From an optimization exercise on the open Yosys and OpenROAD flow, aimed at small area, a short achievable clock period and few clock cycles; shortcuts taken in it are not production practice. Function was checked by simulation only, so behaviour that the tests miss may differ from the original.

raven:
## trig_unit
module trig_unit (
	input logic clk,
	input logic reset,
	input logic s_awvalid,
	input logic [3:0] s_awaddr,
	input logic s_wvalid,
	input logic [31:0] s_wdata,
	input logic s_bready,
	input logic s_arvalid,
	input logic [3:0] s_araddr,
	input logic s_rready,
	output logic s_awready,
	output logic s_wready,
	output logic s_bvalid,
	output logic [1:0] s_bresp,
	output logic s_arready,
	output logic s_rvalid,
	output logic [31:0] s_rdata,
	output logic [1:0] s_rresp
);
	trig_top u_top (
		.clk(clk),
		.reset(reset),
		.s_awvalid(s_awvalid),
		.s_awaddr(s_awaddr),
		.s_wvalid(s_wvalid),
		.s_wdata(s_wdata),
		.s_bready(s_bready),
		.s_arvalid(s_arvalid),
		.s_araddr(s_araddr),
		.s_rready(s_rready),
		.s_awready(s_awready),
		.s_wready(s_wready),
		.s_bvalid(s_bvalid),
		.s_bresp(s_bresp),
		.s_arready(s_arready),
		.s_rvalid(s_rvalid),
		.s_rdata(s_rdata),
		.s_rresp(s_rresp)
	);
endmodule
Settings: LEC_CHECK=0, CAP_MARGIN=20, CORE_MARGIN=2, CORE_UTILIZATION=60, SETUP_SLACK_MARGIN=5, SLEW_MARGIN=20, SYNTH_HIERARCHICAL=1, SYNTH_MINIMUM_KEEP_SIZE=0; clock period 10.0 ns.
standard.sh (not shown) runs the stock make flow with config.mk's settings and CLKGATE_MAP_FILE= SYNTH_SCRIPT=/design/flow/synth_recipe.tcl, a recipe that flattens the netlist after the stock synthesis.
==> flow/flow/run.sh <==
#!/bin/bash
set -euo pipefail
bash standard.sh SETUP_SLACK_MARGIN=5.8 finish > standard_flow.log 2>&1
raven reached the end of the flow, and the finished layout is clean on the timing, DRC and antenna checks.
Testbench counts of raven, summed over its fixed seeds: cycles 11,258.
--- input diff raven..harbor ---
==> flow/flow/run.sh <==
#!/bin/bash
set -euo pipefail
bash standard.sh SETUP_SLACK_MARGIN=5.6 finish > standard_flow.log 2>&1
--- a/flow/config.mk
+++ b/flow/config.mk
@@ -9,3 +9,4 @@
 export CORE_MARGIN = 2
-export CORE_UTILIZATION = 60
+export CORE_UTILIZATION = 70
+export PLACE_DENSITY = 0.74
 export SETUP_SLACK_MARGIN = 5
Sort raven and harbor by count of vias placed by the detailed router desc -> top: raven. Area growth from synthesis to layout (lower): harbor. Going from raven to harbor, post-layout utilization of the core now sits higher, post-layout instance count excluding filler cells dropped about 4%, global-route wire length before repair now smaller.
Relative to harbor, the following input files were edited for quartz:
==> flow/flow/run.sh <==
#!/bin/bash
set -euo pipefail
bash standard.sh SETUP_SLACK_MARGIN=5.3 finish > standard_flow.log 2>&1
--- a/flow/config.mk
+++ b/flow/config.mk
@@ -9,4 +9,3 @@
 export CORE_MARGIN = 2
-export CORE_UTILIZATION = 70
-export PLACE_DENSITY = 0.74
+export CORE_UTILIZATION = 60
 export SETUP_SLACK_MARGIN = 5
Results
| register-to-register slack | quartz vs harbor | 0.08 ns lower |
Relative to harbor, via density per instance has decreased by 0.24 in quartz.
Going from harbor to quartz, the area of combinational cells with multiple inputs was found to have gone down by 0.86%.
Changes observed in quartz relative to harbor: initial core utilization -9.6 points, count of placed standard cells in the final layout, fillers left out +29.
quartz against harbor: number of pins exceeding their max-slew limit in the final report flat, critical path depth up 2, post-layout worst setup margin down 0.082 ns, cell area down 580 µm².
The inputs of lagoon differ from those of quartz as listed below.
==> flow/flow/run.sh <==
#!/bin/bash
set -euo pipefail
bash standard.sh SETUP_SLACK_MARGIN=5.6 finish > standard_flow.log 2>&1
--- a/flow/config.mk
+++ b/flow/config.mk
@@ -7,2 +7,3 @@
 export LEC_CHECK = 0
+export ABC_AREA = 1
 export CAP_MARGIN = 20
[summary]
When lagoon is set beside quartz, its minimum clock period after layout turns out to be 0.31 ns smaller. Comparing quartz and lagoon, the lower register-to-register slack was measured on quartz. Going from quartz to lagoon, number of tap cells inserted grows by 3.8%. | number of vias per cell | lagoon vs quartz | 13% lower |. Comparing quartz and lagoon, the lower post-detailed-routing wire length was measured on quartz.
Here is what was changed in the inputs of cedar compared with lagoon.
--- a/flow/config.mk
+++ b/flow/config.mk
@@ -7,3 +7,2 @@
 export LEC_CHECK = 0
-export ABC_AREA = 1
 export CAP_MARGIN = 20
## What came out
Setup slack: cedar less than lagoon. Depth of the critical timing path with buffers and inverters included: cedar vs lagoon down 2. Comparing lagoon with cedar, the final weighted congestion in routability-driven placement came out essentially unchanged. cedar vs lagoon — post-route clock period utilization rose 1.0 points. Count of clock-buffer cells in the layout (cedar / lagoon): 0.821. Looking at relative area change from synthesis to final layout, cedar sits above lagoon. Going from lagoon to cedar, the final hold slack was found to have gone down by 0.0032 ns.

[what the ideal ports hide]
In the flow no input, the clock included, has a driving cell. The finished layouts below were timed again as built, in two steps.
Step 1 sets driving cells, clkbuf_16 on the clock port and buf_2 on the other inputs (assumed; they add their load-dependent delay and slew).
Step 2 also shifts input and output timing later by t, the mid clock arrival at the registers, as if the neighbouring blocks saw the same clock.
Slacks: no drivers / after step 1 / after step 2; pairs: no drivers / after step 1.
| run | t, ns | slack for setup (ns) | hold WS [ns] | worst register clock-pin slew, ns |
|---|---|---|---|---|
| raven | 0.630 | 5.799 / 5.799 / 5.537 | 0.322 / 0.322 / 0.322 | 0.07 / 0.07 |
| harbor | 0.629 | 5.591 / 5.591 / 5.365 | 0.330 / 0.330 / 0.330 | 0.06 / 0.06 |
| quartz | 0.621 | 5.509 / 5.509 / 5.464 | 0.329 / 0.329 / 0.329 | 0.07 / 0.07 |
| lagoon | 0.629 | 5.824 / 5.824 / 5.416 | 0.325 / 0.325 / 0.325 | 0.07 / 0.07 |
| cedar | 0.635 | 5.723 / 5.723 / 5.478 | 0.322 / 0.322 / 0.322 | 0.07 / 0.07 |
After both steps setup and hold are still met in every run listed. The setup slack of lagoon, which loses most, moves by 0.000 ns with the drivers and by -0.408 ns with both steps.
